From an optimization exercise on the open Yosys and OpenROAD flow, aimed at small area, a short achievable clock period and few clock cycles; shortcuts taken in it are not production practice. RTL that was checked went through simulation tests only; none was proved equivalent to the original. The RTL of runs 1 and 2 was laid out without a check of its function. Power and IR drop assume default switching activity.

--- flow/standard.sh ---
#!/bin/bash
# synth_recipe.tcl (not shown) runs the flow's synth.tcl, then flattens the netlist and writes it again
# the make line also repeats each setting of config.mk as NAME=value (left out here)
make -C /OpenROAD-flow-scripts/flow DESIGN_CONFIG=/design/flow/config.mk WORK_HOME=/design/flow/orfs CLKGATE_MAP_FILE= SYNTH_SCRIPT=/design/flow/synth_recipe.tcl "${@:-finish}"
--- flow/config.mk ---
export PLATFORM = sky130hd
export DESIGN_NAME = c_subset_lexer
export DESIGN_NICKNAME = c_subset_lexer
export VERILOG_FILES = /design/flow/design.v
export SDC_FILE = /design/flow/constraint.sdc
export NUM_CORES = 4
export LEC_CHECK = 0
export CAP_MARGIN = 20
export CORE_MARGIN = 4
export CORE_UTILIZATION = 40
export SETUP_SLACK_MARGIN = 3.5
export SLEW_MARGIN = 20
export TNS_END_PERCENT = 5
--- flow/design.v ---
module c_subset_lexer (
    input  logic        clk,
    input  logic        rst_n,
    input  logic        char_valid,
    output logic        char_stall,
    input  logic [7:0]  char_code,
    output logic        token_valid,
    input  logic        token_stall,
    output logic [4:0]  token_kind,
    output logic [23:0] token_start,
    output logic [15:0] token_length,
    output logic [23:0] line_number,
    output logic [30:0] token_value,
    output logic        last_of_run
);
    localparam logic [4:0] K_EOF = 5'd0, K_ERROR = 5'd1, K_IDENT = 5'd2, K_NUMBER = 5'd3,
                           K_LPAREN = 5'd4, K_RPAREN = 5'd5, K_LBRACE = 5'd6, K_RBRACE = 5'd7,
                           K_SEMI = 5'd8, K_COMMA = 5'd9, K_PLUS = 5'd10, K_MINUS = 5'd11,
                           K_STAR = 5'd12, K_SLASH = 5'd13, K_BANG = 5'd14, K_NE = 5'd15,
                           K_ASSIGN = 5'd16, K_EQ = 5'd17, K_LT = 5'd18, K_LE = 5'd19,
                           K_GT = 5'd20, K_GE = 5'd21;
    localparam logic [4:0] W_NONE = 5'd0, W_I = 5'd1, W_IN = 5'd2, W_E = 5'd3, W_EL = 5'd4,
                           W_ELS = 5'd5, W_W = 5'd6, W_WH = 5'd7, W_WHI = 5'd8, W_WHIL = 5'd9,
                           W_R = 5'd10, W_RE = 5'd11, W_RET = 5'd12, W_RETU = 5'd13,
                           W_RETUR = 5'd14, W_IF = 5'd22, W_ELSE = 5'd23, W_INT = 5'd24,
                           W_WHILE = 5'd25, W_RETURN = 5'd26;
    localparam logic [30:0] VALUE_LIMIT = 31'h7FFF_FFFF;
    function automatic logic is_letter(input logic [7:0] c);
        is_letter = ((c >= "A") && (c <= "Z")) || ((c >= "a") && (c <= "z"));
    endfunction
    function automatic logic is_digit(input logic [7:0] c);
        is_digit = (c >= "0") && (c <= "9");
    endfunction
    function automatic logic [4:0] imm_kind(input logic [7:0] c);
        case (c)
            8'h00:   imm_kind = K_EOF;
            "(":     imm_kind = K_LPAREN;
            ")":     imm_kind = K_RPAREN;
            "{":     imm_kind = K_LBRACE;
            "}":     imm_kind = K_RBRACE;
            ";":     imm_kind = K_SEMI;
            ",":     imm_kind = K_COMMA;
            "+":     imm_kind = K_PLUS;
            "-":     imm_kind = K_MINUS;
            "*":     imm_kind = K_STAR;
            default: imm_kind = K_ERROR;
        endcase
    endfunction
    function automatic logic [4:0] kw_init(input logic [7:0] c);
        case (c)
            "i":     kw_init = W_I;
            "e":     kw_init = W_E;
            "w":     kw_init = W_W;
            "r":     kw_init = W_R;
            default: kw_init = W_NONE;
        endcase
    endfunction
    function automatic logic [4:0] kw_step(input logic [4:0] s, input logic [7:0] c);
        kw_step = W_NONE;
        case (s)
            W_I:     if (c == "f") kw_step = W_IF; else if (c == "n") kw_step = W_IN;
            W_IN:    if (c == "t") kw_step = W_INT;
            W_E:     if (c == "l") kw_step = W_EL;
            W_EL:    if (c == "s") kw_step = W_ELS;
            W_ELS:   if (c == "e") kw_step = W_ELSE;
            W_W:     if (c == "h") kw_step = W_WH;
            W_WH:    if (c == "i") kw_step = W_WHI;
            W_WHI:   if (c == "l") kw_step = W_WHIL;
            W_WHIL:  if (c == "e") kw_step = W_WHILE;
            W_R:     if (c == "e") kw_step = W_RE;
            W_RE:    if (c == "t") kw_step = W_RET;
            W_RET:   if (c == "u") kw_step = W_RETU;
            W_RETU:  if (c == "r") kw_step = W_RETUR;
            W_RETUR: if (c == "n") kw_step = W_RETURN;
            default: kw_step = W_NONE;
        endcase
    endfunction
    localparam int CF_W = 9;
    localparam int CF_WC = 0, CF_DG = 1, CF_US = 2, CF_NUL = 3, CF_NL = 4, CF_SL = 5,
                   CF_EQ = 6, CF_OP = 7, CF_IM = 8;
    function automatic logic [CF_W-1:0] classify(input logic [7:0] c);
        logic ltr, dg, us, nl, ws, sl, eq, op;
        ltr = is_letter(c);
        dg  = is_digit(c);
        us  = (c == "_");
        nl  = (c == 8'h0A);
        ws  = (c == " ") || (c == 8'h09) || (c == 8'h0D);
        sl  = (c == "/");
        eq  = (c == "=");
        op  = (c == "!") || eq || (c == "<") || (c == ">");
        classify = '0;
        classify[CF_WC]  = ltr || dg || us;
        classify[CF_DG]  = dg;
        classify[CF_US]  = us;
        classify[CF_NUL] = (c == 8'h00);
        classify[CF_NL]  = nl;
        classify[CF_SL]  = sl;
        classify[CF_EQ]  = eq;
        classify[CF_OP]  = op;
        classify[CF_IM]  = !(ltr || dg || us || nl || ws || sl || op);
    endfunction
    logic        va, vb;           
    logic [7:0]  ca, cb;           
    logic [CF_W-1:0] cf;           
    logic        m_word, m_num, m_numx, m_slash, m_comm, m_op;
    logic [1:0]  op;               
    logic [4:0]  kw;               
    logic        eof_pend;         
    logic        nl_pend;          
    logic [23:0] pos_last;         
    logic [23:0] line_last;        
    logic [15:0] len;              
    logic [30:0] acc;              
    logic        hs_pend;          
    logic        hv;               
    logic [4:0]  hkind;
    logic        hlast;
    logic        hvm;              
    logic [23:0] hs;               
    logic        sv;               
    logic [7:0]  sb;               
    logic        seof;             
    logic        sblk;             
    logic c_letter, c_digit, c_us, c_nul, c_nl, c_slash, c_eq, c_opch, c_imm, c_wc;
    assign c_wc     = cf[CF_WC];
    assign c_digit  = cf[CF_DG];
    assign c_us     = cf[CF_US];
    assign c_letter = c_wc && !c_digit && !c_us;
    assign c_nul    = cf[CF_NUL];
    assign c_nl     = cf[CF_NL];
    assign c_slash  = cf[CF_SL];
    assign c_eq     = cf[CF_EQ];
    assign c_opch   = cf[CF_OP];
    assign c_imm    = cf[CF_IM];
    logic pop, accept, fire, adv, split, m_idle, m_numa;
    assign m_idle     = !(m_word || m_num || m_numx || m_slash || m_comm || m_op);
    assign m_numa     = m_num || m_numx;
    assign split      = m_numa && c_us;
    assign pop        = hv && !token_stall;
    assign fire       = va && !(sv && sblk) && !(hv && token_stall);
    assign adv        = va && !(sv && sblk) && !split && !(hv && token_stall);
    assign char_stall = vb;
    assign accept     = char_valid && !vb;
    logic word_cont, num_cont, num_acc;
    logic pend_word, pend_num, pend_slash, pend_tok, pend_pos, pend_two;
    logic run_idle, st_word, st_num, imm_tok;
    logic [4:0] pend_kind;
    assign word_cont  = m_word && c_wc;
    assign num_cont   = m_numa && c_wc && !c_us;
    assign num_acc    = m_num && c_digit;
    assign pend_word  = m_word && !c_wc;
    assign pend_num   = m_numa && !(c_wc && !c_us);
    assign pend_slash = m_slash && !c_slash;
    assign pend_pos   = pend_slash || m_op;
    assign pend_two   = m_op && c_eq;
    assign pend_tok   = pend_word || pend_num || pend_pos;
    assign run_idle   = m_idle || pend_word || (pend_num && !c_us) || pend_slash ||
                        (m_op && !c_eq) || (m_comm && (c_nul || c_nl));
    assign st_word    = run_idle && c_wc && !c_digit;
    assign st_num     = run_idle && c_digit;
    assign imm_tok    = run_idle && c_imm;
    always_comb
    begin
        if (m_word)      pend_kind = kw[4] ? kw : K_IDENT;
        else if (m_numa) pend_kind = K_NUMBER;
        else if (m_slash) pend_kind = K_SLASH;
        else begin
            case (op)
                2'd0:    pend_kind = c_eq ? K_NE : K_BANG;
                2'd1:    pend_kind = c_eq ? K_EQ : K_ASSIGN;
                2'd2:    pend_kind = c_eq ? K_LE : K_LT;
                default: pend_kind = c_eq ? K_GE : K_GT;
            endcase
        end
    end
    logic [23:0] pos_cur, line_cur;
    assign pos_cur  = eof_pend ? 24'd0 : pos_last + 24'd1;
    assign line_cur = eof_pend ? 24'd1 :
                      (nl_pend && (line_last != 24'hFF_FFFF)) ? line_last + 24'd1 : line_last;
    logic [30:0] acc_step;
    logic        acc_sat;
    assign acc_sat  = (acc > 31'd214748364) || ((acc == 31'd214748364) && (ca[3:0] > 4'd7));
    assign acc_step = ((acc << 3) + (acc << 1) + {27'd0, ca[3:0]}) | {31{acc_sat}};
    logic xfer;         
    logic to_head;      
    logic to_spare;     
    logic imm_head;     
    logic [7:0] kb;     
    assign xfer     = sv && pop;
    assign to_head  = fire && !sv && (pend_tok || imm_tok);
    assign imm_head = fire && !sv && !pend_tok && imm_tok;
    assign to_spare = fire && imm_tok && (sv || pend_tok);
    assign kb       = sv ? sb : ca;
    always_ff @(posedge clk or negedge rst_n)
    begin
        if (!rst_n) begin
            va       <= 1'b0;
            vb       <= 1'b0;
            m_word   <= 1'b0;
            m_num    <= 1'b0;
            m_numx   <= 1'b0;
            m_slash  <= 1'b0;
            m_comm   <= 1'b0;
            m_op     <= 1'b0;
            eof_pend <= 1'b1;
            nl_pend  <= 1'b0;
            hs_pend  <= 1'b0;
            hv       <= 1'b0;
            sv       <= 1'b0;
        end
        else begin
            va <= adv ? (vb || accept) : (va || accept);
            vb <= !adv && (vb || (va && accept));
            if (fire) begin
                m_word  <= word_cont || st_word;
                m_num   <= (m_num && c_digit) || st_num;
                m_numx  <= num_cont && (m_numx || c_letter);
                m_slash <= run_idle && c_slash;
                m_comm  <= (m_slash && c_slash) || (m_comm && !(c_nul || c_nl));
                m_op    <= run_idle && c_opch;
            end
            if (adv) begin
                eof_pend <= c_nul;
                nl_pend  <= c_nl;
            end
            if (fire && (st_word || st_num) && (sv || pend_tok)) begin
                hs_pend <= 1'b1;
            end
            else if (!(hv && token_stall)) begin
                hs_pend <= 1'b0;
            end
            if (xfer || to_head) begin
                hv <= 1'b1;
            end
            else if (pop) begin
                hv <= 1'b0;
            end
            if (to_spare) begin
                sv <= 1'b1;
            end
            else if (xfer) begin
                sv <= 1'b0;
            end
        end
    end
    always_ff @(posedge clk)
    begin
        if (adv ? !vb : !va) begin
            ca <= char_code;
            cf <= classify(char_code);
        end
        else if (adv) begin
            ca <= cb;
            cf <= classify(cb);
        end
        if (!adv && va && !vb) begin
            cb <= char_code;
        end
        if (adv) begin
            pos_last  <= pos_cur;
            line_last <= line_cur;
        end
        if (fire && run_idle && c_opch) begin
            op <= !ca[4] ? 2'd0 : c_eq ? 2'd1 : ca[1] ? 2'd3 : 2'd2;
        end
        if (fire && st_word) begin
            kw <= kw_init(ca);
        end
        else if (fire && word_cont) begin
            kw <= kw_step(kw, ca);
        end
        if (fire && (word_cont || num_cont)) begin
            len <= (len == 16'hFFFF) ? len : len + 16'd1;
        end
        else if (fire && (st_word || st_num || pend_slash || (m_op && !c_eq))) begin
            len <= 16'd1;
        end
        else if (fire && pend_two) begin
            len <= 16'd2;
        end
        else if (imm_head) begin
            len <= {15'd0, !c_nul};
        end
        else if (xfer) begin
            len <= {15'd0, !seof};
        end
        if (fire && st_num) begin
            acc <= {27'd0, ca[3:0]};
        end
        else if (fire && num_acc) begin
            acc <= acc_step;
        end
        else if (imm_head) begin
            acc <= {23'd0, ca};
        end
        else if (xfer) begin
            acc <= {23'd0, sb};
        end
        if (xfer || to_head) begin
            hkind <= (to_head && pend_tok) ? pend_kind : imm_kind(kb);
            hlast <= !to_spare || xfer;
            hvm   <= (to_head && pend_tok) ? m_numa : (imm_kind(kb) == K_ERROR);
        end
        if (xfer || (to_head && pend_pos) || (hs_pend && !(hv && token_stall))) begin
            hs <= pos_last;
        end
        else if (imm_head || (fire && (st_word || st_num))) begin
            hs <= pos_cur;
        end
        if (to_spare) begin
            sb   <= ca;
            seof <= c_nul;
            sblk <= c_nul || (imm_kind(ca) == K_ERROR);
        end
    end
    assign token_valid  = hv;
    assign token_kind   = hkind;
    assign token_start  = hs;
    assign token_length = len;
    assign line_number  = line_last;
    assign token_value  = hvm ? acc : 31'd0;
    assign last_of_run  = hlast;
endmodule
--- flow/flow/run.sh ---
#!/bin/bash
# Layout flow: the standard synthesis unchanged, then the standard ORFS layout with
# plain buffers (not delay cells) on the ports and for timing repair.
set -euo pipefail
bash standard.sh synth > synth.log 2>&1
export BUFFER_PORTS_ARGS="-buffer_cell sky130_fd_sc_hd__buf_2"
export DONT_USE_CELLS="sky130_fd_sc_hd__clkdlybuf4s15_1 sky130_fd_sc_hd__clkdlybuf4s15_2 sky130_fd_sc_hd__clkdlybuf4s18_1 sky130_fd_sc_hd__clkdlybuf4s18_2 sky130_fd_sc_hd__clkdlybuf4s25_1 sky130_fd_sc_hd__clkdlybuf4s25_2 sky130_fd_sc_hd__clkdlybuf4s50_1 sky130_fd_sc_hd__clkdlybuf4s50_2 sky130_fd_sc_hd__dlygate4sd1_1 sky130_fd_sc_hd__dlygate4sd2_1 sky130_fd_sc_hd__dlygate4sd3_1 sky130_fd_sc_hd__dlymetal6s2s_1 sky130_fd_sc_hd__dlymetal6s4s_1 sky130_fd_sc_hd__dlymetal6s6s_1"
bash standard.sh > layout.log 2>&1
--- flow/constraint.sdc ---
create_clock -name core_clock -period 6.5 [get_ports {clk}]
set_input_delay 1.3000 -clock core_clock [delete_from_list [all_inputs] [get_ports {clk}]]
set_output_delay 1.3000 -clock core_clock [all_outputs]
set_load 0.01 [all_outputs]
==> impl_results.md, run 1 <==
* Status: no timing/DRC/antenna violations
* Max VDD drop at slightly below 0.3 mV
* YS warnings at 1
* # rows at 61
* Detailed Route WL at 30,200 microns
* Worst setup path class: in2reg
* FFs w/ async S/R, synth at around 7%
* Pre-CTS WS at 2.31 ns
* # port buffers at 114
* Htree depth at 4
* Worst Slack Setup Final at 3.37 ns
* Vias in the first global route at 8,938
* Commonest non-fill, non-tap cell in the layout: edfxtp_1
* First-pass GRT wire length at between 40,000 and 50,000 microns
* Share of layout cells above drive strength 1 at 18.9%
* Mapped Nets at 1,266
* P_leak at 5.31 nW
* Worst-Margin Slew at 1.06 ns
* Ant. Diodes at 0
* Final cycle utilization of the critical path at 48.2%
* Crit path DAT at roughly 3.3 ns
* Longest Clk Path Bufs at 2
* Total number of vias at between 9,000 and 10,000
* R2r worst-path depth at 11
* Crit end category: flip-flop
* RR Startpoint: acc[6]
* Drc violations at 0
* Max frequency at about 320 MHz
* Final slew viol count at 0
* Total core area at approximately 0.028 sq mm
* Maximum fanout along the worst path at 33
* Initial DRC count at 774
* Die Ht at 177 microns
* Syn Inst Count at 1,192
* RSZ-0062 raised after global routing: true
* Die X at 177 microns
* FF+latch count, synth at 181
* Sequential-to-total area share from yosys stat at between 40% and 50%
* Boundary Pins at about 120
* Avg Inst Size Synth at around 9.6 sq um
* Area growth syn-to-layout at 16.8%
* Initial core utilization at 40.8%
* Commonest non-fill, non-tap cells in the layout: 141 x edfxtp_1, 129 x nor2_1, 117 x nand2_1
* Hold path depth at 1
* HP Class: reg2reg
* DR vias/cell at 5.69
* CTS clock-pin slew for the worst setup and hold paths at 0.08 ns
* Main synth FF type: edfxtp_1
* Final setup fails at 0
* CTS tree: yes
* Hold Startpoint: nl_pend
* Synth cell types at 76
* Worst skew pair latency at between 0.4 and 0.5 ns
* Final core occ at between 40% and 50%
* R2r setup slk at roughly 3.5 ns
* CTS sink cnt at between 150 and 200
* Hpwl dp at 20,500 microns
* Rel. slew slack at 28.9%
* Largest net degree at the start of global routing at 49
* Max cap viols at 0
* Total grt overflow at 0
* Total power at 6.86 mW
* Routed WL per cell at between 15 and 20 microns
* Final ANT Viol Nets at 0
* Hold EP: nl_pend
* Antenna violations before repair at 0
* CTS buffer count at 17
* Syn Std Cell Area at 0.0114 sq mm
* Gr usage total at a little under a fifth
* CP startpoint kind: primary input
* Fin nets at between 1,000 and 1,500
* CTS Root Cell: clkbuf_16
* Setup TNS at 0 ns
* Fillers at 2,674
* Power per cell area at slightly above 500 mW/mm^2
* Final Hold Fails at 0
* RR Endpoint: acc[30]
* Critical Path RT at 6.65 ns
* DIE AREA at 0.0313 sq mm
* Skew final at 0.0163 ns
* GPL Wtd Cong at around 0.90
* Min Tclk post-route at 3.13 ns
* Router iterations before antenna repair at 7
* Number of flops mapped to enable cells by yosys at 141
repair_timing:
action / CTS / global route
pin swaps: 9 / 18
buffers inserted: 10 / 6
hold buffers: 0 / 0
resized for setup: 22 / 23
setup endpoints to repair: 112 / 166
gates cloned: 2 / 0
worst max-delay path by stage:
stage,slack [ns],start,cells past startpoint,to
finish,3.37,token_stall,11,len[14]
global route,3.25,m_word,7,hs[23]
CTS,3.39,acc[1],11,acc[24]
detailed placement,2.31,token_stall,9,cf[8]
global placement,2.36,token_stall,9,cf[8]
floorplan,3.14,token_stall,11,ca[0]
layout make-up:
class / instances / area, sq um / share of cell area, %
Timing Repair inverter: 1 / 5.00 / 0.0376
Clock buffer: 17 / 425 / 3.19
Clock inverter: 15 / 230 / 1.73
Timing Repair Buffer: 137 / 776 / 5.82
Tap cell: 378 / 473 / 3.55
Multi-Input combinational cell: 930 / 6210 / 46.6
Sequential cell: 181 / 5100 / 38.3
Inverter: 26 / 101 / 0.761
kinds of logic after synthesis:
group	Yosys count	share of synthesized area, %
buffers and inverters	82	3.18
and+or+nand+nor	495	21.2
xor gates and xnor gates	74	5.68
muxes	29	2.81
DFF	181	44.7
AOI/OAI and AO/OA	269	15.5
adders and majority gates	62	6.93
layer usage:
layer  track usage [%]  wire length [microns]
met1              27.1                  14300
met2              29.3                  14100
met3              2.69                   1380
met4              6.00                    475
met5                 0                      0
metrics by stage:
| step | instance area (sq um) | cells | hold slack [ns] |
|---|---|---|---|
| after floorplan | 11500 | 1192 | 0.424 |
| after global placement | 12300 | 1635 | 0.497 |
| after detailed placement | 12300 | 1635 | 0.496 |
| after CTS | 13200 | 1679 | 0.516 |
| after global routing | 13300 | 1685 | 0.548 |
| final | 13300 | 1685 | 0.511 |
Yosys cell counts (16+ instances only):
| cell | count | area, sq um |
|---|---|---|
| nand2_1 | 121 | 454 |
| nor3_1 | 22 | 110 |
| dfxtp_1 | 27 | 541 |
| xor2_1 | 41 | 359 |
| edfxtp_1 | 141 | 4230 |
| and2_1 | 36 | 225 |
| inv_1 | 26 | 97.6 |
| ha_1 | 60 | 751 |
| and3_1 | 16 | 100 |
| clkbuf_1 | 40 | 150 |
| o21ai_0 | 59 | 295 |
| nand4_1 | 28 | 175 |
| xnor2_1 | 33 | 289 |
| nor2_1 | 132 | 495 |
| nand3_1 | 58 | 290 |
| a21oi_1 | 78 | 390 |
| o22ai_1 | 17 | 106 |
| a221oi_1 | 19 | 166 |
| mux2_2 | 24 | 270 |
critical path: stages:
cell and delay (ns):
buf_2 0.14, nand2_8 0.12, nand3_4 0.12, a41oi_4 0.35, and2_1 0.20, buf_6 0.28, nor2_2 0.13, o211ai_1 0.18
nor2_1 0.12, a21oi_4 0.15, buf_12 0.17
power breakdown:
| group | switching (mW) | total, mW | internal, mW |
|---|---|---|---|
| clock network | 0.586 | 1.14 | 0.556 |
| logic | 1.85 | 3.09 | 1.24 |
| registers | 0.599 | 2.63 | 2.03 |
flip-flops by register name, indices dropped and copies added, names as in the netlist, 2 cells and up:
signal	cells
hkind	5
ca	8
len	16
hs	24
pos_last	24
acc	31
cf	9
sb	8
op	2
line_last	24
kw	5
cb	8
==> inputs of run 2 (changes only) <==
--- a/flow/config.mk
+++ b/flow/config.mk
@@ -8,6 +8,6 @@
 export CAP_MARGIN = 20
 export CORE_MARGIN = 4
 export CORE_UTILIZATION = 40
-export SETUP_SLACK_MARGIN = 3.5
+export SETUP_SLACK_MARGIN = 4.0
 export SLEW_MARGIN = 20
 export TNS_END_PERCENT = 5
==> impl_results.md, run 2 <==
* Ant. Diodes at 0 (unchanged)
* Status: no timing/DRC/antenna violations (unchanged)
* Initial core utilization at 40.8% (unchanged)
* Crit path cell chain: fa_2 -> ha_4 -> a211oi_4 -> o21ai_2 -> a311oi_2 -> a211oi_2 -> nor3_1 -> xor2_1 -> o22ai_1 (was buf_2 -> nand2_8 -> nand3_4 -> a41oi_4 -> and2_1 -> buf_6 -> nor2_2 -> o211ai_1 -> nor2_1 -> a21oi_4 -> buf_12)
* Commonest non-fill, non-tap cells in the layout: 141 x edfxtp_1, 128 x nor2_1, 116 x nand2_1 (was 141 x edfxtp_1, 129 x nor2_1, 117 x nand2_1)
* CTS Root Cell: clkbuf_16 (unchanged)
* Max VDD drop at 0.259 mV (was 0.293 mV)
* Crit end category: flip-flop (unchanged)
* Placed cells at 1,633 (was 1,635)
* Total core area at 0.0279 sq mm (unchanged)
* HP Class: reg2reg (unchanged)
* GPL Wtd Cong at 0.936 (was 0.900)
* Worst skew pair latency at 0.44 ns (was 0.45 ns)
* Fin nets at 1,388 (was 1,368)
* First-pass GRT wire length at 49,200 microns (was 47,600 microns)
* Max frequency at 325 MHz (was 319 MHz)
* Final cycle utilization of the critical path at 47.3% (was 48.2%)
* Fillers at 2,650 (was 2,674)
* Crit path DAT at 3.39 ns (was 3.29 ns)
* Final ANT Viol Nets at 0 (unchanged)
* CTS tree: yes (unchanged)
* Worst Path Buf+Inv at 0 (was 3)
* Vias in the first global route at 9,118 (was 8,938)
* Number of flops mapped to enable cells by yosys at 141 (unchanged)
* Power per cell area at 516 mW/mm^2 (was 515 mW/mm^2)
* Critical path capture point: acc[25] (was len[14])
* Min Tclk post-route at 3.08 ns (was 3.13 ns)
* Total grt overflow at 0 (unchanged)
* Boundary Pins at 115 (unchanged)
* Syn Inst Count at 1,192 (unchanged)
* Final setup fails at 0 (unchanged)
* CP max-delay cell: fa_2 (was a41oi_4)
* CTS buffer count at 17 (unchanged)
* Commonest cells post-synth: 141 x edfxtp_1, 132 x nor2_1, 121 x nand2_1 (unchanged)
* Mapped Nets at 1,266 (unchanged)
* Setup TNS at 0 ns (unchanged)
* Worst-Margin Slew at 1.05 ns (was 1.06 ns)
* # port buffers at 114 (unchanged)
* Maximum fanout along the worst path at 3 (was 33)
* Crit path from: acc[0] (was token_stall)
* DIE AREA at 0.0313 sq mm (unchanged)
* Non-Filler Instances at 1,705 (was 1,685)
* Hold slack at 0.525 ns (was 0.511 ns)
* Area leader, netlist: edfxtp_1 (unchanged)
* DR vias/cell at 5.70 (was 5.69)
* # rows at 61 (unchanged)
* RSZ-0062 raised after global routing: true (unchanged)
* Commonest non-fill, non-tap cell in the layout: edfxtp_1 (unchanged)
* Initial DRC count at 852 (was 774)
* Rel. slew slack at 30.0% (was 28.9%)
* Worst setup path class: reg2reg (was in2reg)
* Largest net degree at the start of global routing at 49 (unchanged)
* Routed WL per cell at 18.3 microns (was 17.9 microns)
* Longest Clk Path Bufs at 2 (unchanged)
* Reg with most FFs: acc (unchanged)
* Max reg flops at 31 (unchanged)
* Critical path depth in cells at 9 (was 11)
* Syn Std Cell Area at 0.0114 sq mm (unchanged)
* Placed cell area at 0.0123 sq mm (about the same)
* CTS clock-pin slew for the worst setup and hold paths at 0.07 ns (was 0.08 ns)
* Worst Slack Setup Final at 3.42 ns (was 3.37 ns)
* CP startpoint kind: flip-flop (was primary input)
* Hpwl dp at 20,800 microns (was 20,500 microns)
* YS warnings at 1 (unchanged)
* Skew final at 0.0118 ns (was 0.0163 ns)
* Cell family with most CP delay: compound AO/OA/AOI/OAI gates (was simple AND/OR/NAND/NOR gates)
* Post-route cell area at 0.0135 sq mm (was 0.0133 sq mm)
* Main area contributors after synthesis: edfxtp_1 37%, ha_1 6.6%, dfxtp_1 4.7% (unchanged)
* RR Endpoint: acc[25] (was acc[30])
* P_leak at 5.40 nW (was 5.31 nW)
* RR Startpoint: acc[0] (was acc[6])
* CTS sink cnt at 181 (unchanged)
* Detailed Route WL at 31,200 microns (was 30,200 microns)
* Pre-CTS WS at 2.66 ns (was 2.31 ns)
* Most numerous cell in the Yosys netlist: edfxtp_1 (unchanged)
* Synth cell types at 76 (unchanged)
* FF+latch count, synth at 181 (unchanged)
* Main synth FF type: edfxtp_1 (unchanged)
* R2r setup slk at 3.42 ns (was 3.46 ns)
* Synth top area share at 37.1% (unchanged)
* Final slew viol count at 0 (unchanged)
* Max cap viols at 0 (unchanged)
* Gr usage total at 19.5% (was 18.8%)
* Die Ht at 177 microns (unchanged)
* Antenna violations before repair at 0 (unchanged)
* R2r worst-path depth at 9 (was 11)
* Largest stage delay on the critical path at 0.63 ns (was 0.35 ns)
* Router iterations before antenna repair at 5 (was 7)
* Total number of vias at 9,723 (was 9,581)
* Avg Inst Size Synth at 9.57 sq um (unchanged)
* Sequential-to-total area share from yosys stat at 44.7% (unchanged)
* Htree depth at 4 (unchanged)
* Critical Path RT at 6.81 ns (was 6.65 ns)
* Area growth syn-to-layout at 18.3% (was 16.8%)
* FFs w/ async S/R, synth at 7.18% (unchanged)
* Drc violations at 0 (unchanged)
* Die X at 177 microns (unchanged)
* Final Hold Fails at 0 (unchanged)
* Share of layout cells above drive strength 1 at 20.9% (was 18.9%)
## run 2: cell counts after synthesis
Identical to the previous run, type by type.
## run 2: worst min-delay path by stage
| stage | cells after the start | startpoint | slack, ns | end |
|---|---|---|---|---|
| 2_1_floorplan | 0 | ca[4] | 0.42 | sb[4] |
| 3_5_place_dp | 1 | m_comm | 0.51 | m_comm |
| 6_report | 1 | m_comm | 0.52 | m_comm |
| 3_3_place_gp | 1 | m_comm | 0.50 | m_comm |
| 5_1_grt | 1 | m_comm | 0.55 | m_comm |
| 4_1_cts | 1 | m_comm | 0.52 | m_comm |
## run 2: cell families after synthesis
| group | synth area share (%) |
|---|---|
| and+or+nand+nor | 21.2 |
| AOI/OAI and AO/OA | 15.5 |
| DFF | 44.7 |
| buffers and inverters | 3.18 |
| xor gates and xnor gates | 5.68 |
| adders and majority gates | 6.93 |
| muxes | 2.81 |
## run 2: cell type report
class	count	area [sq um]	area share, %
Clock buffer	17	425	3.15
Clock inverter	15	145	1.08
Inverter	26	101	0.751
Multi-Input combinational cell	931	6260	46.4
Sequential cell	181	5100	37.8
Tap cell	378	473	3.50
Timing Repair Buffer	156	987	7.32
Timing Repair inverter	1	5.00	0.0371
## run 2: power breakdown
part | switching (mW) | leakage, nW | internal (mW)
clock | 0.487 | 0.273 | 0.539
sequential | 0.597 | 1.73 | 2.03
combinational | 1.93 | 3.40 | 1.37
## run 2: per-layer routing
layer	global-route usage, %	up-vias	share of wire [%]
met5	0	-	0
met4	5.00	0	1.8
met3	3.85	38	4.5
met2	32.3	259	49
met1	26.5	4754	45
li1	-	4672	-
## run 2: per-stage QoR
stage                     utilization, %  power (mW)
after global placement              44.2        5.41
after CTS                           47.6        6.86
after floorplan                        -        4.55
after detailed placement            44.2        5.44
after global routing                48.3        7.43
final                               48.3        6.96
## run 2: what timing repair did
item                       4_1_cts  5_1_grt
cloned                           3        1
hold buffers                     0        0
resized for setup               35       16
buffers inserted                22       14
pin swaps                       31        9
setup endpoints to repair      234      231
==> inputs of run 3 (changes only) <==
--- a/flow/design.v
+++ b/flow/design.v
@@ -180,7 +180,11 @@
     logic [30:0] acc_step;
     logic        acc_sat;
     assign acc_sat  = (acc > 31'd214748364) || ((acc == 31'd214748364) && (ca[3:0] > 4'd7));
-    assign acc_step = ((acc << 3) + (acc << 1) + {27'd0, ca[3:0]}) | {31{acc_sat}};
+    logic [2:0]  acc_lo;
+    logic [27:0] acc_hi;
+    assign acc_lo   = {1'b0, ca[2:1]} + {1'b0, acc[1:0]};
+    assign acc_hi   = acc[27:0] + acc[29:2] + {27'd0, ca[3] || acc_lo[2]};
+    assign acc_step = {acc_hi, acc_lo[1:0], ca[0]} | {31{acc_sat}};
     logic xfer;         
     logic to_head;      
     logic to_spare;     
==> impl_results.md, run 3 <==
* Hold EP: nl_pend (was m_comm)
* Hold path depth at 1 (unchanged)
* Adder-cell area share of the yosys netlist at 4.33% (was 6.93%)
* Sequential-to-total area share from yosys stat at 46.7% (was 44.7%)
* FF+latch count, synth at 181 (unchanged)
* Share of layout cells above drive strength 1 at 22.3% (was 20.9%)
* # port buffers at 114 (unchanged)
* Antenna violations before repair at 0 (unchanged)
* Rel. slew slack at 33.1% (was 30.0%)
* R2r worst-path depth at 15 (was 9)
* Ant. Diodes at 0 (unchanged)
* Placed cells at 1,527 (was 1,633)
* Boundary Pins at 115 (unchanged)
* RR Startpoint: ca[1] (was acc[0])
* Total power at 6.52 mW (was 6.96 mW)
* Maximum fanout along the worst path at 4 (was 3)
* CTS buffer count at 17 (unchanged)
* CP startpoint kind: flip-flop (unchanged)
* Synth top area share at 38.8% (was 37.1%)
* Min Tclk post-route at 3.26 ns (was 3.08 ns)
* Skew final at 0.0160 ns (was 0.0118 ns)
* Max VDD drop at 0.247 mV (was 0.259 mV)
* # rows at 60 (was 61)
* Final setup fails at 0 (unchanged)
* Final Hold Fails at 0 (unchanged)
* Max reg flops at 31 (unchanged)
* Hpwl dp at 19,200 microns (was 20,800 microns)
* Max cap viols at 0 (unchanged)
* CTS clock-pin slew for the worst setup and hold paths at 0.08 ns (was 0.07 ns)
* Detailed Route WL at 28,300 microns (was 31,200 microns)
* Crit path DAT at 3.58 ns (was 3.39 ns)
* FFs w/ async S/R, synth at 7.18% (unchanged)
* Routed WL per cell at 17.8 microns (was 18.3 microns)
* Cell family with most CP delay: adder cells (was compound AO/OA/AOI/OAI gates)
* Final ANT Viol Nets at 0 (unchanged)
* Power per cell area at 502 mW/mm^2 (was 516 mW/mm^2)
* RSZ-0062 raised after global routing: true (unchanged)
* Syn Inst Count at 1,115 (was 1,192)
* Worst Path Buf+Inv at 1 (was 0)
* Post-synthesis mux area share at 4.06% (was 2.81%)
* CP max-delay cell: edfxtp_1 (was fa_2)
* Die Ht at 173 microns (was 177 microns)
* Syn Std Cell Area at 0.0109 sq mm (was 0.0114 sq mm)
* Commonest cells post-synth: 142 x nor2_1, 141 x edfxtp_1, 87 x nand2_1 (was 141 x edfxtp_1, 132 x nor2_1, 121 x nand2_1)
* Final cycle utilization of the critical path at 50.2% (was 47.3%)
* CTS tree: yes (unchanged)
* Main synth FF type: edfxtp_1 (unchanged)
* GPL Wtd Cong at 0.902 (was 0.936)
* Area growth syn-to-layout at 18.9% (was 18.3%)
* RR Endpoint: acc[17] (was acc[25])
* Number of flops mapped to enable cells by yosys at 141 (unchanged)
* Initial DRC count at 669 (was 852)
* Status: no timing/DRC/antenna violations (unchanged)
* Area leader, netlist: edfxtp_1 (unchanged)
* Combinational family with the most area after synthesis: simple AND/OR/NAND/NOR gates (unchanged)
* First-pass GRT wire length at 45,100 microns (was 49,200 microns)
* Commonest non-fill, non-tap cell in the layout: edfxtp_1 (unchanged)
* Xor and xnor fraction of the mapped netlist area at 6.10% (was 5.68%)
* Setup TNS at 0 ns (unchanged)
* Commonest non-fill, non-tap cells in the layout: 141 x edfxtp_1, 139 x nor2_1, 113 x buf_2 (was 141 x edfxtp_1, 128 x nor2_1, 116 x nand2_1)
* Largest net degree at the start of global routing at 53 (was 49)
* Largest stage delay on the critical path at 0.41 ns (was 0.63 ns)
* Crit-path most repeated cell: fa_2
* YS warnings at 1 (unchanged)
* Hold Startpoint: nl_pend (was m_comm)
* Crit path cell chain: ha_2 -> inv_2 -> fa_2 -> nor2b_4 -> fa_2 -> fa_2 -> nand2b_4 -> a21oi_4 -> o221ai_2 -> nand2_2 -> nand3_2 -> a41oi_2 -> xor2_1 -> a221oi_1 -> nor2_1 (was fa_2 -> ha_4 -> a211oi_4 -> o21ai_2 -> a311oi_2 -> a211oi_2 -> nor3_1 -> xor2_1 -> o22ai_1)
* Die X at 173 microns (was 177 microns)
* Non-Filler Instances at 1,592 (was 1,705)
* # hold bufs at CTS at 0 (unchanged)
* Initial core utilization at 40.6% (was 40.8%)
* Total number of vias at 9,060 (was 9,723)
* CTS sink cnt at 181 (unchanged)
* Worst-Margin Slew at 1.00 ns (was 1.05 ns)
* Final slew viol count at 0 (unchanged)
* Avg Inst Size Synth at 9.79 sq um (was 9.57 sq um)
* Post-synthesis simple-gate area fraction at 20.5% (was 21.2%)
* Worst skew pair latency at 0.44 ns (about the same)
* Crit end category: flip-flop (unchanged)
* CTS Root Cell: clkbuf_16 (unchanged)
* Critical Path RT at 6.82 ns (was 6.81 ns)
* Total core area at 0.0269 sq mm (was 0.0279 sq mm)
* Reg with most FFs: acc (unchanged)
* Htree depth at 4 (unchanged)
* Fin nets at 1,286 (was 1,388)
* DIE AREA at 0.0300 sq mm (was 0.0313 sq mm)
* HP Class: reg2reg (unchanged)
* Vias in the first global route at 8,624 (was 9,118)
* R2r setup slk at 3.24 ns (was 3.42 ns)
* Worst setup path class: reg2reg (unchanged)
* Gr usage total at 18.0% (was 19.5%)
* DR vias/cell at 5.69 (was 5.70)
* Max frequency at 307 MHz (was 325 MHz)
* P_leak at 5.13 nW (was 5.40 nW)
* Mapped Nets at 1,163 (was 1,266)
* Main area contributors after synthesis: edfxtp_1 39%, dfxtp_1 5.0%, nor2_1 4.9% (was edfxtp_1 37%, ha_1 6.6%, dfxtp_1 4.7%)
* Longest Clk Path Bufs at 2 (unchanged)
* Drc violations at 0 (unchanged)
* Post-synthesis compound-gate area fraction at 15.2% (was 15.5%)
* Router iterations before antenna repair at 6 (was 5)
* Most numerous cell in the Yosys netlist: nor2_1 (was edfxtp_1)
* Synth cell types at 74 (was 76)
* Total grt overflow at 0 (unchanged)
## run 3: cell count changes after synthesis, sizes merged, moves of 10 or more
| cell | previous run | this run |
|---|---|---|
| ha | 60 | 33 |
| nand2 | 121 | 87 |
| xor2 | 41 | 53 |
| nand4 | 28 | 18 |
| a21oi | 79 | 58 |
| mux2 | 24 | 34 |
| xnor2 | 33 | 23 |
## run 3: power by group
part	leakage, nW	total, mW	switching, mW	internal, mW
Sequential	1.73	2.64	0.614	2.02
Combinational	3.10	2.78	1.60	1.18
Clock	0.305	1.10	0.561	0.537
## run 3: cells by family after synthesis
| logic type | count (synthesis) |
|---|---|
| buffers and inverters | 79 |
| DFF | 181 |
| AOI/OAI and AO/OA | 248 |
| adders and majority gates | 36 |
| muxes | 40 |
| and+or+nand+nor | 455 |
| xor gates and xnor gates | 76 |
## run 3: worst max-delay path by stage
stage                      startpoint  endpoint  slack [ns]  depth (start not counted)
after CTS                       ca[1]   acc[29]        3.29                         15
after global routing            ca[1]   acc[17]        3.08                         15
after global placement    token_stall     cf[2]        2.66                          7
after floorplan           token_stall     ca[1]        3.34                          8
after detailed placement        ca[2]   acc[29]        2.60                         14
final                           ca[1]   acc[17]        3.24                         15
## run 3: per-layer routing
layer | GRT usage, % | vias to the layer above | part of all wire, % | wire length (microns)
met1 | 24.5 | 4396 | 46 | 12900
met5 | 0 | - | 0 | 0
met3 | 3.59 | 35 | 4.8 | 1350
met2 | 29.7 | 230 | 48 | 13600
li1 | - | 4399 | - | -
met4 | 4.52 | 0 | 1.4 | 405
## run 3: worst register-to-register path: cells and delay by family, from the launching register on
| kind | cells | cell delay, ns |
|---|---|---|
| AO/OA/AOI/OAI | 4 | 0.78 |
| buffers and inverters | 1 | 0.03 |
| AND/OR/NAND/NOR | 5 | 0.62 |
| adder cells (fa/ha/maj) | 4 | 1.23 |
| flip-flops | 1 | 0.41 |
| XOR/XNOR | 1 | 0.09 |
## run 3: final cells by class
| type | count | area [sq um] |
|---|---|---|
| Inverter | 29 | 113 |
| Tap cell | 341 | 427 |
| Timing Repair inverter | 1 | 5.00 |
| Sequential cell | 181 | 5100 |
| Clock buffer | 17 | 425 |
| Clock inverter | 15 | 214 |
| Fill cell | 2544 | 13900 |
| Multi-Input combinational cell | 859 | 5820 |
| Timing Repair Buffer | 149 | 875 |
## run 3: what timing repair did
item	4_1_cts	5_1_grt
endpoints found under the hold margin	0	0
pin swaps	13	25
setup endpoints to repair	216	244
gates cloned	1	4
buffers inserted	9	19
gates resized for setup	13	27
## run 3: stage by stage
step | hold WS [ns] | utilization, % | worst slack, ns | instance area (sq um)
after floorplan | 0.424 | - | 3.34 | 11100
after global placement | 0.496 | 44.2 | 2.66 | 11900
after detailed placement | 0.514 | 44.2 | 2.60 | 11900
after CTS | 0.531 | 47.1 | 3.29 | 12700
after global routing | 0.537 | 48.3 | 3.08 | 13000
final | 0.533 | 48.3 | 3.24 | 13000
Testbench counts of run 3, summed over its fixed seeds: cycles 24,152.
==> inputs of run 4 (changes only) <==
--- a/flow/config.mk
+++ b/flow/config.mk
@@ -8,6 +8,6 @@
 export CAP_MARGIN = 20
 export CORE_MARGIN = 4
 export CORE_UTILIZATION = 40
-export SETUP_SLACK_MARGIN = 4.0
+export SETUP_SLACK_MARGIN = 4.4
 export SLEW_MARGIN = 20
 export TNS_END_PERCENT = 5
==> impl_results.md, run 4 <==
* Commonest cells post-synth: 142 x nor2_1, 141 x edfxtp_1, 87 x nand2_1 (unchanged)
* P_leak at 5.25 nW (was 5.13 nW)
* CTS clock-pin slew for the worst setup and hold paths at 0.07 ns (was 0.08 ns)
* CTS Root Cell: clkbuf_16 (unchanged)
* CTS tree: yes (unchanged)
* Commonest non-fill, non-tap cell in the layout: edfxtp_1 (unchanged)
* Hold Startpoint: nl_pend (unchanged)
* Area growth syn-to-layout at 21.9% (was 18.9%)
* Syn Std Cell Area at 0.0109 sq mm (unchanged)
* Die X at 173 microns (unchanged)
* Worst setup path class: reg2reg (unchanged)
* Max cap viols at 0 (unchanged)
* RR Endpoint: acc[29] (was acc[17])
* Number of flops mapped to enable cells by yosys at 141 (unchanged)
* Reg with most FFs: acc (unchanged)
* Initial DRC count at 712 (was 669)
* Worst-Margin Slew at 0.986 ns (was 1.00 ns)
* Router iterations before antenna repair at 5 (was 6)
* Antenna violations before repair at 0 (unchanged)
* Boundary Pins at 115 (unchanged)
* Gr usage total at 18.4% (was 18.0%)
* Crit path from: ca[1] (unchanged)
* Skew final at 0.0232 ns (was 0.0160 ns)
* Total power at 6.73 mW (was 6.52 mW)
* Drc violations at 0 (unchanged)
* Initial core utilization at 40.6% (unchanged)
* Max reg flops at 31 (unchanged)
* GPL Wtd Cong at 0.902 (unchanged)
* Fin nets at 1,307 (was 1,286)
* Crit path DAT at 3.56 ns (was 3.58 ns)
* Syn Inst Count at 1,115 (unchanged)
* Longest Clk Path Bufs at 2 (unchanged)
* Sequential-to-total area share from yosys stat at 46.7% (unchanged)
* CP startpoint kind: flip-flop (unchanged)
* Min Tclk post-route at 3.25 ns (was 3.26 ns)
* Ant. Diodes at 0 (unchanged)
* R2r setup slk at 3.25 ns (was 3.24 ns)
* CTS sink cnt at 181 (unchanged)
* Total number of vias at 9,178 (was 9,060)
* Hpwl dp at 19,200 microns (unchanged)
* DIE AREA at 0.0300 sq mm (unchanged)
* Rel. slew slack at 34.0% (was 33.1%)
* Synth top area share at 38.8% (unchanged)
* RSZ-0062 raised after global routing: true (unchanged)
* Mapped Nets at 1,163 (unchanged)
* Setup TNS at 0 ns (unchanged)
* FFs w/ async S/R, synth at 7.18% (unchanged)
* HP Class: reg2reg (unchanged)
* Htree depth at 4 (unchanged)
* Main synth FF type: edfxtp_1 (unchanged)
* Max frequency at 308 MHz (was 307 MHz)
* Avg Inst Size Synth at 9.79 sq um (unchanged)
* R2r worst-path depth at 15 (unchanged)
* DR vias/cell at 5.69 (about the same)
* Final Hold Fails at 0 (unchanged)
* Final cycle utilization of the critical path at 50.0% (was 50.2%)
* # rows at 60 (unchanged)
* Final slew viol count at 0 (unchanged)
* Max VDD drop at 0.246 mV (was 0.247 mV)
* Share of layout cells above drive strength 1 at 25.2% (was 22.3%)
* # port buffers at 114 (unchanged)
* Crit end category: flip-flop (unchanged)
* # hold bufs at CTS at 0 (unchanged)
* Vias in the first global route at 8,749 (was 8,624)
* Power per cell area at 506 mW/mm^2 (was 502 mW/mm^2)
* YS warnings at 1 (unchanged)
* Largest net degree at the start of global routing at 53 (unchanged)
* Final setup fails at 0 (unchanged)
* Total grt overflow at 0 (unchanged)
* CTS buffer count at 17 (unchanged)
* Commonest non-fill, non-tap cells in the layout: 141 x edfxtp_1, 136 x nor2_1, 113 x buf_2 (was 141 x edfxtp_1, 139 x nor2_1, 113 x buf_2)
* Maximum fanout along the worst path at 4 (unchanged)
* First-pass GRT wire length at 46,000 microns (was 45,100 microns)
* Die Ht at 173 microns (unchanged)
* FF+latch count, synth at 181 (unchanged)
* Hold path depth at 1 (unchanged)
* Hold EP: nl_pend (unchanged)
* Status: no timing/DRC/antenna violations (unchanged)
* Final ANT Viol Nets at 0 (unchanged)
* Critical Path RT at 6.81 ns (was 6.82 ns)
* RR Startpoint: ca[1] (unchanged)
* Area leader, netlist: edfxtp_1 (unchanged)
* Worst skew pair latency at 0.45 ns (was 0.44 ns)
* Detailed Route WL at 28,800 microns (was 28,300 microns)
* Synth cell types at 74 (unchanged)
* Most numerous cell in the Yosys netlist: nor2_1 (unchanged)
* Routed WL per cell at 17.8 microns (about the same)
* Main area contributors after synthesis: edfxtp_1 39%, dfxtp_1 5.0%, nor2_1 4.9% (unchanged)
* Total core area at 0.0269 sq mm (unchanged)
run 4: cell counts after synthesis:
Identical to the previous run, type by type.
run 4: final cells by class:
cell class,count,area (sq um)
flip-flops and latches,181,5110
inverters,29,113
repair buffers,172,1130
clock buffers,17,425
repair inverters,1,5.00
fillers,2514,13600
clock inverters,15,214
multi-input cells,857,5890
well taps,341,427
run 4: stage by stage:
| step | hold slack, ns | setup WS (ns) | instance area (sq um) | cells | util (%) |
|---|---|---|---|---|---|
| finish | 0.530 | 3.25 | 13300 | 1613 | 49.5 |
| global route | 0.538 | 3.11 | 13300 | 1613 | 49.5 |
| CTS | 0.531 | 3.29 | 12900 | 1593 | 48.1 |
| detailed placement | 0.514 | 2.60 | 11900 | 1527 | 44.2 |
| global placement | 0.496 | 2.66 | 11900 | 1526 | 44.2 |
| floorplan | 0.424 | 3.34 | 11100 | 1115 | - |
run 4: worst max-delay path by stage:
stage | slack [ns] | depth (start not counted) | endpoint
after floorplan | 3.34 | 8 | ca[1]
after global routing | 3.11 | 15 | acc[17]
after detailed placement | 2.60 | 14 | acc[29]
after CTS | 3.29 | 15 | acc[29]
after global placement | 2.66 | 7 | cf[2]
final | 3.25 | 15 | acc[29]
run 4: logic make-up (layout without fill, tap and decap cells):
logic type	after synthesis	after routing	share of synthesized area [%]
simple gates	455	456	20.5
compound gates	248	249	15.2
flops	181	181	46.7
buf+inv	79	234	3.07
xor+xnor	76	76	6.10
mux	40	40	4.06
fa+ha+maj	36	36	4.33
run 4: timing repair:
action	CTS	global route
setup buffers	31	18
cloned	3	2
endpoints found under the hold margin	0	0
resized for setup	26	46
endpoints found under the setup margin	358	352
pin swaps	21	28
run 4: report_power, final:
| part | internal (mW) | total [mW] | switching, mW |
|---|---|---|---|
| registers | 2.02 | 2.63 | 0.605 |
| logic | 1.33 | 3.01 | 1.68 |
| clock network | 0.537 | 1.10 | 0.559 |
run 4: metal layers:
metal  global-route usage [%]  part of all wire (%)
met1                     25.1                    45
met2                     30.3                    49
met3                     3.45                   5.5
met4                     4.72                   1.5
met5                        0                     0
run 4: worst max-delay path: stages (launching register included):
cell and delay, ns:
edfxtp_1 0.40, ha_2 0.19, inv_2 0.03, fa_2 0.32, nor2b_4 0.13, fa_2 0.36
fa_2 0.35, nand2b_4 0.16, a21oi_4 0.19, o221ai_2 0.13, nand2_2 0.15, a21oi_4 0.09
o21ai_2 0.18, a41oi_2 0.13, mux2i_1 0.21, o211ai_2 0.11
==> inputs of run 5 (changes only) <==
==> flow/flow/run.sh (replaced) <==
#!/bin/bash
# Layout flow: the standard synthesis unchanged, then the standard ORFS layout with
# plain buffers (not delay cells) on the ports and for timing repair, and a clock
# tree without dummy loads.
set -euo pipefail
bash standard.sh synth > synth.log 2>&1
export BUFFER_PORTS_ARGS="-buffer_cell sky130_fd_sc_hd__buf_2"
export DONT_USE_CELLS="sky130_fd_sc_hd__clkdlybuf4s15_1 sky130_fd_sc_hd__clkdlybuf4s15_2 sky130_fd_sc_hd__clkdlybuf4s18_1 sky130_fd_sc_hd__clkdlybuf4s18_2 sky130_fd_sc_hd__clkdlybuf4s25_1 sky130_fd_sc_hd__clkdlybuf4s25_2 sky130_fd_sc_hd__clkdlybuf4s50_1 sky130_fd_sc_hd__clkdlybuf4s50_2 sky130_fd_sc_hd__dlygate4sd1_1 sky130_fd_sc_hd__dlygate4sd2_1 sky130_fd_sc_hd__dlygate4sd3_1 sky130_fd_sc_hd__dlymetal6s2s_1 sky130_fd_sc_hd__dlymetal6s4s_1 sky130_fd_sc_hd__dlymetal6s6s_1"
export CTS_ARGS="-sink_clustering_enable -repair_clock_nets -dont_use_dummy_load -sink_clustering_size 24 -sink_clustering_max_diameter 80 -buf_list {sky130_fd_sc_hd__clkbuf_8 sky130_fd_sc_hd__clkbuf_16}"
bash standard.sh > layout.log 2>&1
--- a/flow/config.mk
+++ b/flow/config.mk
@@ -8,6 +8,6 @@
 export CAP_MARGIN = 20
 export CORE_MARGIN = 4
 export CORE_UTILIZATION = 40
-export SETUP_SLACK_MARGIN = 4.4
+export SETUP_SLACK_MARGIN = 4.0
 export SLEW_MARGIN = 20
 export TNS_END_PERCENT = 5
==> impl_results.md, run 5 <==
* Maximum fanout along the worst path at 3 (was 4)
* Crit end category: flip-flop (unchanged)
* Total number of vias at 8,904 (was 9,178)
* Final Hold Fails at 0 (unchanged)
* CTS clock-pin slew for the worst setup and hold paths at 0.06 ns (was 0.07 ns)
* Max frequency at 308 MHz (about the same)
* Die X at 173 microns (unchanged)
* Initial DRC count at 669 (was 712)
* Final setup fails at 0 (unchanged)
* Main area contributors after synthesis: edfxtp_1 39%, dfxtp_1 5.0%, nor2_1 4.9% (unchanged)
* Boundary Pins at 115 (unchanged)
* Drc violations at 0 (unchanged)
* Rel. slew slack at 31.5% (was 34.0%)
* Syn Inst Count at 1,115 (unchanged)
* Sequential-to-total area share from yosys stat at 46.7% (unchanged)
* Max cap viols at 0 (unchanged)
* R2r setup slk at 3.25 ns (about the same)
* CTS Root Cell: clkbuf_16 (unchanged)
* Max VDD drop at 0.247 mV (was 0.246 mV)
* Routed WL per cell at 17.8 microns (about the same)
* Router iterations before antenna repair at 6 (was 5)
* Status: no timing/DRC/antenna violations (unchanged)
* Worst setup path class: reg2reg (unchanged)
* P_leak at 4.93 nW (was 5.25 nW)
* Vias in the first global route at 8,594 (was 8,749)
* First-pass GRT wire length at 45,300 microns (was 46,000 microns)
* Share of layout cells above drive strength 1 at 19.9% (was 25.2%)
* FF+latch count, synth at 181 (unchanged)
* GPL Wtd Cong at 0.902 (unchanged)
* DIE AREA at 0.0300 sq mm (unchanged)
* Power per cell area at 489 mW/mm^2 (was 506 mW/mm^2)
* Hold Startpoint: nl_pend (unchanged)
* Htree depth at 4 (unchanged)
* Post-route cell area at 0.0125 sq mm (was 0.0133 sq mm)
* Number of flops mapped to enable cells by yosys at 141 (unchanged)
* RR Endpoint: acc[30] (was acc[29])
* Synth cell types at 74 (unchanged)
* RR Startpoint: ca[1] (unchanged)
* Fin nets at 1,269 (was 1,307)
* Most numerous cell in the Yosys netlist: nor2_1 (unchanged)
* FFs w/ async S/R, synth at 7.18% (unchanged)
* Longest Clk Path Bufs at 2 (unchanged)
* Commonest non-fill, non-tap cells in the layout: 141 x edfxtp_1, 140 x nor2_1, 114 x buf_2 (was 141 x edfxtp_1, 136 x nor2_1, 113 x buf_2)
* DR vias/cell at 5.71 (was 5.69)
* Final slew viol count at 0 (unchanged)
* Total core area at 0.0269 sq mm (unchanged)
* Setup TNS at 0 ns (unchanged)
* Commonest cells post-synth: 142 x nor2_1, 141 x edfxtp_1, 87 x nand2_1 (unchanged)
* CP startpoint kind: flip-flop (unchanged)
* CTS buffer count at 17 (unchanged)
* Critical Path RT at 6.77 ns (was 6.81 ns)
* Reg with most FFs: acc (unchanged)
* # port buffers at 114 (unchanged)
* Final core occ at 46.7% (was 49.5%)
* Ant. Diodes at 0 (unchanged)
* Hold EP: nl_pend (unchanged)
* Final cycle utilization of the critical path at 50.0% (about the same)
* Commonest non-fill, non-tap cell in the layout: edfxtp_1 (unchanged)
* Hold path depth at 1 (unchanged)
* Largest net degree at the start of global routing at 53 (unchanged)
* Final ANT Viol Nets at 0 (unchanged)
* Crit path DAT at 3.52 ns (was 3.56 ns)
* RSZ-0062 raised after global routing: true (unchanged)
* Detailed Route WL at 27,800 microns (was 28,800 microns)
* Area leader, netlist: edfxtp_1 (unchanged)
* Avg Inst Size Synth at 9.79 sq um (unchanged)
* Skew final at 0.0379 ns (was 0.0232 ns)
* Gr usage total at 18.1% (was 18.4%)
* Non-Filler Instances at 1,560 (was 1,613)
* Max reg flops at 31 (unchanged)
* Fillers at 2,580 (was 2,514)
* # hold bufs at CTS at 0 (unchanged)
* Total power at 6.13 mW (was 6.73 mW)
* Mapped Nets at 1,163 (unchanged)
* Hpwl dp at 19,200 microns (unchanged)
* YS warnings at 1 (unchanged)
* Placed cell area at 0.0119 sq mm (unchanged)
* Synth top area share at 38.8% (unchanged)
* Die Ht at 173 microns (unchanged)
* HP Class: reg2reg (unchanged)
* CTS sink cnt at 181 (unchanged)
* Initial core utilization at 40.6% (unchanged)
* Syn Std Cell Area at 0.0109 sq mm (unchanged)
* Worst-Margin Slew at 1.02 ns (was 0.986 ns)
* # rows at 60 (unchanged)
* Min Tclk post-route at 3.25 ns (about the same)
* Main synth FF type: edfxtp_1 (unchanged)
* R2r worst-path depth at 14 (was 15)
* Placed cells at 1,527 (unchanged)
* Worst skew pair latency at 0.44 ns (was 0.45 ns)
* Antenna violations before repair at 1 (was 0)
* Total grt overflow at 0 (unchanged)
* CTS tree: yes (unchanged)
* Area growth syn-to-layout at 15.0% (was 21.9%)
-- run 5: cell counts after synthesis --
Identical to the previous run, type by type.
-- run 5: cell type report --
class                   instances  area (sq um)  share of cell area (%)
multi-input cells             856          5720                    45.6
flip-flops and latches        181          5100                    40.6
repair buffers                136           759                    6.05
well taps                     341           427                    3.40
clock buffers                  17           425                    3.39
inverters                      29           113                   0.897
-- run 5: stage by stage --
| stage | setup slack, ns | hold slack (ns) |
|---|---|---|
| after floorplan | 3.34 | 0.424 |
| after global placement | 2.66 | 0.496 |
| after detailed placement | 2.60 | 0.514 |
| after CTS | 3.23 | 0.545 |
| after global routing | 3.11 | 0.551 |
| final | 3.25 | 0.540 |
-- run 5: cells by family after synthesis --
logic type / synth area share, %
flip-flops: 46.7
buffers and inverters: 3.07
XOR/XNOR: 6.10
multiplexers: 4.06
adder cells (fa/ha/maj): 4.33
AO/OA/AOI/OAI: 15.2
AND/OR/NAND/NOR: 20.5
-- run 5: where the power goes --
group | internal, mW | switching, mW | total, mW | leakage (nW)
Sequential | 2.03 | 0.596 | 2.62 | 1.73
Clock | 0.456 | 0.402 | 0.858 | 0.209
Combinational | 1.10 | 1.56 | 2.65 | 2.99
-- run 5: routing by layer --
| layer | up-vias | wire length [microns] | part of all wire (%) | track usage (%) |
|---|---|---|---|---|
| li1 | 4330 | - | - | - |
| met1 | 4294 | 12700 | 46 | 24.7 |
| met2 | 247 | 13300 | 48 | 30.1 |
| met3 | 31 | 1390 | 5.0 | 3.52 |
| met4 | 2 | 320 | 1.2 | 4.09 |
| met5 | - | 13 | 0.047 | 0 |
-- run 5: worst max path at each step --
stage                      startpoint       to  slack (ns)  cells after the start
after detailed placement        ca[2]  acc[29]        2.60                     14
final                           ca[1]  acc[30]        3.25                     14
after global placement    token_stall    cf[2]        2.66                      7
after floorplan           token_stall    ca[1]        3.34                      8
after CTS                       ca[1]  acc[29]        3.23                     15
after global routing            ca[1]  acc[15]        3.11                     16
-- run 5: repair_timing --
action | in CTS | in global routing
pin swaps | 20 | 22
setup buffers | 9 | 6
endpoints found under the setup margin | 216 | 243
gates resized for setup | 14 | 10
gates cloned | 1 | 0
-- run 5: critical path: stages (launching register included) --
cell and delay (ns):
edfxtp_1 0.43, ha_2 0.20, inv_2 0.05, fa_2 0.17, nor2b_4 0.13, fa_2 0.23
nor2b_1 0.07, o31a_1 0.34, o211ai_1 0.34, a31o_2 0.22, nand3_1 0.13, a31o_2 0.30
a21oi_1 0.20, mux2i_1 0.22, a31oi_1 0.09
==> inputs of run 6 (changes only) <==
==> flow/flow/run.sh (replaced) <==
#!/bin/bash
# Layout flow: the standard synthesis unchanged, then the standard ORFS layout with
# plain buffers (not delay cells) on the ports and for timing repair, and a clock
# tree without dummy loads.
set -euo pipefail
bash standard.sh synth > synth.log 2>&1
export BUFFER_PORTS_ARGS="-buffer_cell sky130_fd_sc_hd__buf_1"
export DONT_USE_CELLS="sky130_fd_sc_hd__clkdlybuf4s15_1 sky130_fd_sc_hd__clkdlybuf4s15_2 sky130_fd_sc_hd__clkdlybuf4s18_1 sky130_fd_sc_hd__clkdlybuf4s18_2 sky130_fd_sc_hd__clkdlybuf4s25_1 sky130_fd_sc_hd__clkdlybuf4s25_2 sky130_fd_sc_hd__clkdlybuf4s50_1 sky130_fd_sc_hd__clkdlybuf4s50_2 sky130_fd_sc_hd__dlygate4sd1_1 sky130_fd_sc_hd__dlygate4sd2_1 sky130_fd_sc_hd__dlygate4sd3_1 sky130_fd_sc_hd__dlymetal6s2s_1 sky130_fd_sc_hd__dlymetal6s4s_1 sky130_fd_sc_hd__dlymetal6s6s_1"
export CTS_ARGS="-sink_clustering_enable -repair_clock_nets -dont_use_dummy_load -sink_clustering_size 24 -sink_clustering_max_diameter 80 -buf_list {sky130_fd_sc_hd__clkbuf_4 sky130_fd_sc_hd__clkbuf_8}"
bash standard.sh > layout.log 2>&1
--- a/flow/config.mk
+++ b/flow/config.mk
@@ -7,7 +7,8 @@
 export LEC_CHECK = 0
 export CAP_MARGIN = 20
 export CORE_MARGIN = 4
-export CORE_UTILIZATION = 40
+export CORE_UTILIZATION = 60
+export GPL_TIMING_DRIVEN = 1
 export SETUP_SLACK_MARGIN = 4.0
 export SLEW_MARGIN = 20
 export TNS_END_PERCENT = 5
==> impl_results.md, run 6 <==
* CTS buffer count at 17 (unchanged)
* Router iterations before antenna repair at 10 (was 6)
* Multi-input gate area at 0.00576 sq mm (was 0.00572 sq mm)
* Status: no timing/DRC/antenna violations (unchanged)
* FF+latch count, synth at 181 (unchanged)
* Rel. slew slack at 31.4% (was 31.5%)
* Ant. Diodes at 0 (unchanged)
* Commonest non-fill, non-tap cells in the layout: 141 x edfxtp_1, 137 x nor2_1, 113 x buf_1 (was 141 x edfxtp_1, 140 x nor2_1, 114 x buf_2)
* RSZ-0062 raised after global routing: true (unchanged)
* Synth cell types at 74 (unchanged)
* Skew final at 0.0406 ns (was 0.0379 ns)
* Final setup fails at 0 (unchanged)
* Detailed Route WL at 27,100 microns (was 27,800 microns)
* Avg Inst Size Synth at 9.79 sq um (unchanged)
* Drc violations at 0 (unchanged)
* CTS Root Cell: clkbuf_8 (was clkbuf_16)
* Power per cell area at 486 mW/mm^2 (was 489 mW/mm^2)
* Area growth syn-to-layout at 12.2% (was 15.0%)
* Initial core utilization at 61.0% (was 40.6%)
* CTS sink cnt at 181 (unchanged)
* CTS tree: yes (unchanged)
* Combinational share of power at 45.7% (was 43.2%)
* Number of flops mapped to enable cells by yosys at 141 (unchanged)
* Syn Std Cell Area at 0.0109 sq mm (unchanged)
* Worst-Margin Slew at 1.03 ns (was 1.02 ns)
* Final core occ at 68.4% (was 46.7%)
* Reg with most FFs: acc (unchanged)
* Sequential power share at 44.4% (was 42.8%)
* Hold slack at 0.516 ns (was 0.540 ns)
* Largest stage delay on the critical path at 0.47 ns (was 0.43 ns)
* Synth top area share at 38.8% (unchanged)
* Longest Clk Path Bufs at 2 (unchanged)
* GPL Wtd Cong at 0.926 (was 0.902)
* Final ANT Viol Nets at 0 (unchanged)
* Share of layout cells above drive strength 1 at 12.1% (was 19.9%)
* Htree depth at 4 (unchanged)
* R2r setup slk at 3.13 ns (was 3.25 ns)
* P_int at 3.39 mW (was 3.58 mW)
* Hold EP: nl_pend (unchanged)
* Boundary Pins at 115 (unchanged)
* Non-Filler Instances at 1,460 (was 1,560)
* Total grt overflow at 0 (unchanged)
* Crit-path most repeated cell: fa_2
* Most numerous cell in the Yosys netlist: nor2_1 (unchanged)
* # port buffers at 114 (unchanged)
* Fillers at 1,432 (was 2,580)
* Initial DRC count at 982 (was 669)
* Sw Share at 43.1% (was 41.7%)
* Main area contributors after synthesis: edfxtp_1 39%, dfxtp_1 5.0%, nor2_1 4.9% (unchanged)
* Routed WL per cell at 18.5 microns (was 17.8 microns)
* Main synth FF type: edfxtp_1 (unchanged)
* Critical Path RT at 6.83 ns (was 6.77 ns)
* Commonest cells post-synth: 142 x nor2_1, 141 x edfxtp_1, 87 x nand2_1 (unchanged)
* Placed cells at 1,412 (was 1,527)
* Antenna violations before repair at 0 (was 1)
* Fin nets at 1,281 (was 1,269)
* Die X at 143 microns (was 173 microns)
* Final cycle utilization of the critical path at 51.9% (was 50.0%)
* First-pass GRT wire length at 43,500 microns (was 45,300 microns)
* CTS clock-pin slew for the worst setup and hold paths at 0.08 ns (was 0.06 ns)
* Final slew viol count at 0 (unchanged)
* Max reg flops at 31 (unchanged)
* Hold Startpoint: nl_pend (unchanged)
* Worst skew pair latency at 0.48 ns (was 0.44 ns)
* Max VDD drop at 0.310 mV (was 0.247 mV)
* Gr usage total at 26.5% (was 18.1%)
* Max frequency at 296 MHz (was 308 MHz)
* CP startpoint kind: flip-flop (unchanged)
* Crit path DAT at 3.70 ns (was 3.52 ns)
* Hold path depth at 1 (unchanged)
* YS warnings at 1 (unchanged)
* Commonest non-fill, non-tap cell in the layout: edfxtp_1 (unchanged)
* Mapped Nets at 1,163 (unchanged)
* Syn Inst Count at 1,115 (unchanged)
* HP Class: reg2reg (unchanged)
* Die Ht at 143 microns (was 173 microns)
* Crit path cell chain: ha_2 -> inv_2 -> fa_2 -> nor2b_4 -> fa_2 -> fa_2 -> nand2b_4 -> a21oi_4 -> o221ai_2 -> nand2_2 -> a21oi_4 -> o21ai_2 -> a41oi_2 -> mux2i_1 -> o211ai_2 (was ha_2 -> inv_2 -> fa_2 -> nor2b_4 -> fa_2 -> nor2b_1 -> o31a_1 -> o211ai_1 -> a31o_2 -> nand3_1 -> a31o_2 -> a21oi_1 -> mux2i_1 -> a31oi_1)
* # rows at 49 (was 60)
* DIE AREA at 0.0204 sq mm (was 0.0300 sq mm)
* R2r worst-path depth at 15 (was 14)
* Total core area at 0.0179 sq mm (was 0.0269 sq mm)
* Worst setup path class: reg2reg (unchanged)
* Setup TNS at 0 ns (unchanged)
* RR Endpoint: acc[29] (was acc[30])
* Area occupied by registers at 0.00510 sq mm (about the same)
* FFs w/ async S/R, synth at 7.18% (unchanged)
* Switch Pwr at 2.57 mW (was 2.55 mW)
* Clk pwr share at 9.9% (was 14.0%)
* Total number of vias at 9,133 (was 8,904)
* Sequential-to-total area share from yosys stat at 46.7% (unchanged)
* P_leak at 4.54 nW (was 4.93 nW)
* Area leader, netlist: edfxtp_1 (unchanged)
* RR Startpoint: ca[1] (unchanged)
* Min Tclk post-route at 3.37 ns (was 3.25 ns)
* Vias in the first global route at 8,451 (was 8,594)
* Crit end category: flip-flop (unchanged)
* Largest net degree at the start of global routing at 53 (unchanged)
* CP max-delay cell: edfxtp_1 (unchanged)
* Hpwl dp at 18,100 microns (was 19,200 microns)
* Maximum fanout along the worst path at 4 (was 3)
* Final Hold Fails at 0 (unchanged)
* DR vias/cell at 6.26 (was 5.71)
* Max cap viols at 0 (unchanged)
[run 6: cell counts after synthesis]
No cell type changed its count.
[run 6: worst max-delay path by stage]
stage | startpoint | to | cells past startpoint
2_1_floorplan | token_stall | ca[1] | 8
3_3_place_gp | token_stall | acc[0] | 8
3_5_place_dp | token_stall | acc[0] | 8
4_1_cts | ca[1] | acc[15] | 16
5_1_grt | ca[1] | acc[29] | 15
6_report | ca[1] | acc[29] | 15
[run 6: layout make-up]
type                            count  share of cell area (%)
Multi-Input combinational cell    857                    47.0
Timing Repair Buffer              146                    6.06
Inverter                           29                   0.919
Timing Repair inverter              1                  0.0409
Sequential cell                   181                    41.7
Clock buffer                       17                    1.91
Tap cell                          229                    2.34
[run 6: logic make-up (layout without fill, tap and decap cells)]
group | after synthesis | count (layout) | share of synthesized area, %
simple gates | 455 | 456 | 20.5
xor+xnor | 76 | 76 | 6.10
mux | 40 | 40 | 4.06
flops | 181 | 181 | 46.7
compound gates | 248 | 249 | 15.2
fa+ha+maj | 36 | 36 | 4.33
buf+inv | 79 | 193 | 3.07
[run 6: routing by layer]
metal / part of all wire [%] / global-route usage (%)
met2: 46 / 41.2
met3: 7.1 / 4.62
met1: 45 / 38.4
met5: 0 / 0
met4: 1.8 / 7.60
[run 6: worst max-delay path: cells and delay by family (launching register included)]
kind | cells | cell delay, ns
fa+ha+maj | 4 | 1.30
mux | 1 | 0.20
flops | 1 | 0.47
compound gates | 6 | 0.78
simple gates | 3 | 0.45
buf+inv | 1 | 0.04
[run 6: stage by stage]
| stage | total power, mW | setup WS, ns | cell area, sq um |
|---|---|---|---|
| after floorplan | 4.34 | 3.34 | 11100 |
| after global placement | 5.00 | 2.36 | 11600 |
| after detailed placement | 5.05 | 2.36 | 11600 |
| after CTS | 5.74 | 3.10 | 12000 |
| after global routing | 6.37 | 3.00 | 12200 |
| final | 5.95 | 3.13 | 12200 |
[run 6: power by group through the flow]
| stage | clock network, mW | logic (mW) | registers (mW) |
|---|---|---|---|
| floorplan | 0 | 1.87 | 2.47 |
| global placement | 0 | 2.34 | 2.66 |
| detailed placement | 0 | 2.39 | 2.66 |
| CTS | 0.601 | 2.52 | 2.62 |
| global route | 0.651 | 3.00 | 2.72 |
| finish | 0.591 | 2.72 | 2.64 |
[run 6: timing repair]
action / 4_1_cts / 5_1_grt
endpoints found under the setup margin: 214 / 260
gates resized for setup: 22 / 22
buffers inserted: 9 / 18
hold buffers: 0 / 0
gates cloned: 2 / 2
endpoints found under the hold margin: 0 / 0
pin swaps: 20 / 11

## re-timing with driven ports
No port has a modelled driver above. Below, the same layouts with a new extraction and two added sets of constraints. Step 1 sets driving cells, clkbuf_16 on the clock port and buf_2 on the other inputs (assumed; they add their load-dependent delay and slew). Step 2 adds t to the input delays and takes it off the output delays; t is the mean of the earliest and latest rising clock arrival at the registers after step 1. Input paths then give back, and output paths get back, about the clock's delay inside the block. Three values: ideal, step 1, step 2; two values: the first two.
run | t, ns | slack for setup (ns) | slew at the worst register clock pin (ns)
run 1 | 0.489 | 3.367 / 3.373 / 2.884 | 0.09 / 0.09
run 2 | 0.480 | 3.423 / 3.423 / 3.122 | 0.08 / 0.08
run 3 | 0.484 | 3.238 / 3.238 / 3.051 | 0.09 / 0.09
run 4 | 0.480 | 3.248 / 3.248 / 3.147 | 0.09 / 0.09
run 5 | 0.471 | 3.250 / 3.250 / 2.880 | 0.09 / 0.09
run 6 | 0.497 | 3.126 / 3.126 / 2.952 | 0.11 / 0.11
After both steps setup and hold are still met in every run listed. The setup slack of run 1, which loses most, moves by +0.006 ns with the drivers and by -0.483 ns with both steps.
